Background: an optimization exercise with open tools, aiming at small area. Do not read the settings as production practice.
RTL that was checked went through simulation tests only; none was proved equivalent to the original.
Power and IR drop assume default switching activity.

Setup of trial 91:
==> flow/design.v (excerpt) <==
module bsr_scheduler
#(
    parameter int BLOCK_DIM = 8   
) (
    input  wire logic        clk_gated,
    input  wire logic        rst_n,
    input  wire logic        start,
    input  wire logic [15:0] cfg_num_block_rows,
    output logic             meta_rd_en,
    output logic [9:0]       meta_req,
    input  wire logic [31:0] meta_rd_data,
    input  wire logic        meta_rd_valid,
    output logic             block_rd_en,
    output logic [31:0]      block_rd_addr,
    input  wire logic [7:0]  block_rd_data,
    output logic             systolic_valid,
    output logic [8*BLOCK_DIM*BLOCK_DIM-1:0] systolic_block,
    output logic [31:0]      systolic_pos,
    input  wire logic        systolic_ready,
    input  wire logic        systolic_done,
    output logic             busy,
    output logic             done,
    output logic [31:0]      blocks_processed
);
==> flow/config.mk <==
export PLATFORM = sky130hd
export DESIGN_NAME = bsr_scheduler
export DESIGN_NICKNAME = bsr_scheduler
export VERILOG_FILES = /design/flow/design.v
export SDC_FILE = /design/flow/constraint.sdc
export NUM_CORES = 4
export LEC_CHECK = 0
export CAP_MARGIN = 20
export CORE_AREA = 4 4 236 236
export CTS_BUF_LIST = sky130_fd_sc_hd__clkbuf_8
export CTS_CLUSTER_DIAMETER = 60
export CTS_CLUSTER_SIZE = 20
export DIE_AREA = 0 0 240 240
export PLACE_DENSITY = 0.6
export SLEW_MARGIN = 20
==> flow/constraint.sdc <==
create_clock -name core_clock -period 4.0 [get_ports {clk_gated}]
set_input_delay 0.8000 -clock core_clock [delete_from_list [all_inputs] [get_ports {clk_gated}]]
set_output_delay 0.8000 -clock core_clock [all_outputs]
set_load 0.01 [all_outputs]
standard.sh (not shown) runs the stock make flow with config.mk's settings and CLKGATE_MAP_FILE= SYNTH_SCRIPT=/design/flow/synth_recipe.tcl, a recipe that flattens the netlist after the stock synthesis.
==> flow/flow/run.sh <==
#!/bin/bash
# Standard ORFS layout, with small port buffers (buf_1) instead of the
# default pick, and the clock tree settings below.
set -euo pipefail
cp config.mk my_config.mk
cat >> my_config.mk <<'MK'
export BUFFER_PORTS_ARGS = -buffer_cell sky130_fd_sc_hd__buf_1
MK
if [[ -f flow/extra.mk ]]; then cat flow/extra.mk >> my_config.mk; fi
sed "s#DESIGN_CONFIG=[^ ]*#DESIGN_CONFIG=$PWD/my_config.mk#" standard.sh > my_standard.sh
bash my_standard.sh > standard_flow.log 2>&1
Input changes introduced in trial 5 (baseline for comparison: trial 91):
==> flow/flow/extra.mk (new file) <==
export CTS_ARGS = -sink_clustering_enable -repair_clock_nets -dont_use_dummy_load -buf_list sky130_fd_sc_hd__clkbuf_8 -sink_clustering_size 20 -sink_clustering_max_diameter 60
--- a/flow/config.mk
+++ b/flow/config.mk
@@ -8,7 +8,4 @@
 export CAP_MARGIN = 20
 export CORE_AREA = 4 4 236 236
-export CTS_BUF_LIST = sky130_fd_sc_hd__clkbuf_8
-export CTS_CLUSTER_DIAMETER = 60
-export CTS_CLUSTER_SIZE = 20
 export DIE_AREA = 0 0 240 240
 export PLACE_DENSITY = 0.6
## What came out
Trial 5 completed; timing, DRC and antenna clean. Compared with trial 91, trial 5 ends up with less cell area. Compared with trial 91, in trial 5 total wirelength of the detailed-routed design held, area added between synthesis and finish went down 2.0 points. As far as flip-flop and latch count goes, trial 5 and trial 91 are indistinguishable; the numbers are identical. Looking at number of global-route vias before repair, trial 5 sits about 0.6% lower than trial 91 does.
Function was not checked in any run of this note: the RTL went through the layout flow alone.

========
bsr_scheduler, a different RTL version from the one above (not shown whole).
For scale: roughly 840 cells after synthesis, about 550 flip-flops, about 690 I/O pins, ~0.013 mm² of cells after synthesis.
export LEC_CHECK = 0
export CAP_MARGIN = 20
export CORE_AREA = 3 3 231 231
export DIE_AREA = 0 0 234 234
export PLACE_DENSITY = 0.6
export SLEW_MARGIN = 20
create_clock -name core_clock -period 4.0 [get_ports {clk_gated}]
==> flow/flow/extra.mk <==
export CTS_ARGS = -sink_clustering_enable -repair_clock_nets -dont_use_dummy_load -buf_list sky130_fd_sc_hd__clkbuf_8 -sink_clustering_size 20 -sink_clustering_max_diameter 60
Scripts as last shown in full above: flow/flow/run.sh
The first run passed the timing, DRC and antenna checks.
Edit:
==> flow/flow/extra.mk (replaced) <==
export CTS_ARGS = -sink_clustering_enable -repair_clock_nets -dont_use_dummy_load -buf_list sky130_fd_sc_hd__clkbuf_16 -sink_clustering_size 32 -sink_clustering_max_diameter 60
export SKIP_REPAIR_TIE_FANOUT = 1
After rerunning:
- worst setup slack got worse by 0.13 ns
- non-clock buffer count is unchanged
- first-iteration DRC count climbs by 5.8%
- clock-buffer cell count drops by 7
- total power climbs by 5.2%
Edit:
==> flow/flow/extra.mk (replaced) <==
export CTS_ARGS = -sink_clustering_enable -repair_clock_nets -dont_use_dummy_load -buf_list sky130_fd_sc_hd__clkbuf_8 -sink_clustering_size 20 -sink_clustering_max_diameter 60
--- a/flow/config.mk
+++ b/flow/config.mk
@@ -8,5 +8,5 @@
 export CAP_MARGIN = 20
-export CORE_AREA = 3 3 231 231
-export DIE_AREA = 0 0 234 234
-export PLACE_DENSITY = 0.6
+export CORE_AREA = 4 4 236 236
+export DIE_AREA = 0 0 240 240
+export PLACE_DENSITY = 0.85
 export SLEW_MARGIN = 20
The changed run produced a clean layout.
Utilization is lower by 1.4 points.
Total power is lower by 5.0%.
Register-to-register slack improved by 0.19 ns.
Non-clock buffer count is lower by 1.
Cell area stays flat.
Global-route usage barely changes.
Cell count is higher by 3.6%.
Worst setup slack improved by 0.19 ns.
Clock-buffer cell count is higher by 8.
Edit:
==> flow/flow/extra.mk (replaced) <==
export CTS_ARGS = -sink_clustering_enable -repair_clock_nets -dont_use_dummy_load -buf_list sky130_fd_sc_hd__clkbuf_8 -sink_clustering_size 20 -sink_clustering_max_diameter 60
export SKIP_REPAIR_TIE_FANOUT = 1
--- a/flow/config.mk
+++ b/flow/config.mk
@@ -8,5 +8,5 @@
 export CAP_MARGIN = 20
-export CORE_AREA = 4 4 236 236
-export DIE_AREA = 0 0 240 240
-export PLACE_DENSITY = 0.85
+export CORE_AREA = 3 3 231 231
+export DIE_AREA = 0 0 234 234
+export PLACE_DENSITY = 0.6
 export SLEW_MARGIN = 20
After rerunning:
- The new run passed the timing, DRC and antenna checks
- wire length went down by about 4.6%
- cell area goes down by 1.2%
- cell count is lower by 3.1%
- first-iteration DRC count is higher by 31%
- sequential power is about the same
- power rose by about 0.6%
- core utilization went up by 0.96 points
- fmax fell by about 5%
- area after synthesis stays the same

[re-timing with driven ports]
The results above use ideal ports. As a check the final layouts listed here were re-extracted and re-timed, cells and wires unchanged. Step 1, drivers: a clkbuf_16 drives clk_gated and a buf_2 each remaining input, both assumed. Step 2 times the ports against the registers' clock, not the clock port: input delays grow and output delays shrink by t, the midpoint of the rising clock arrivals with the driver on. Three values: ideal, step 1, step 2; two values: the first two.
run	t (ns)	setup slack, ns	clock arrival spread, ns	slew at the worst register clock pin (ns)
trial 91	0.645	0.710 / 0.653 / 0.833	0.025 / 0.025	0.11 / 0.11
trial 5	0.625	0.743 / 0.685 / 0.816	0.071 / 0.071	0.11 / 0.11
the first run of note 2	0.611	0.638 / 0.638 / 0.483	0.051 / 0.051	0.11 / 0.11
the second run of note 2	0.611	0.504 / 0.504 / 0.304	0.069 / 0.069	0.11 / 0.11
the third run of note 2	0.615	0.689 / 0.689 / 0.503	0.055 / 0.055	0.11 / 0.11
the fourth run of note 2	0.602	0.514 / 0.514 / 0.327	0.068 / 0.068	0.11 / 0.11
After both steps every run listed still meets setup and hold. For the second run of note 2, which loses most, drivers alone change the setup slack by 0.000 ns; drivers and shift together by -0.200 ns.
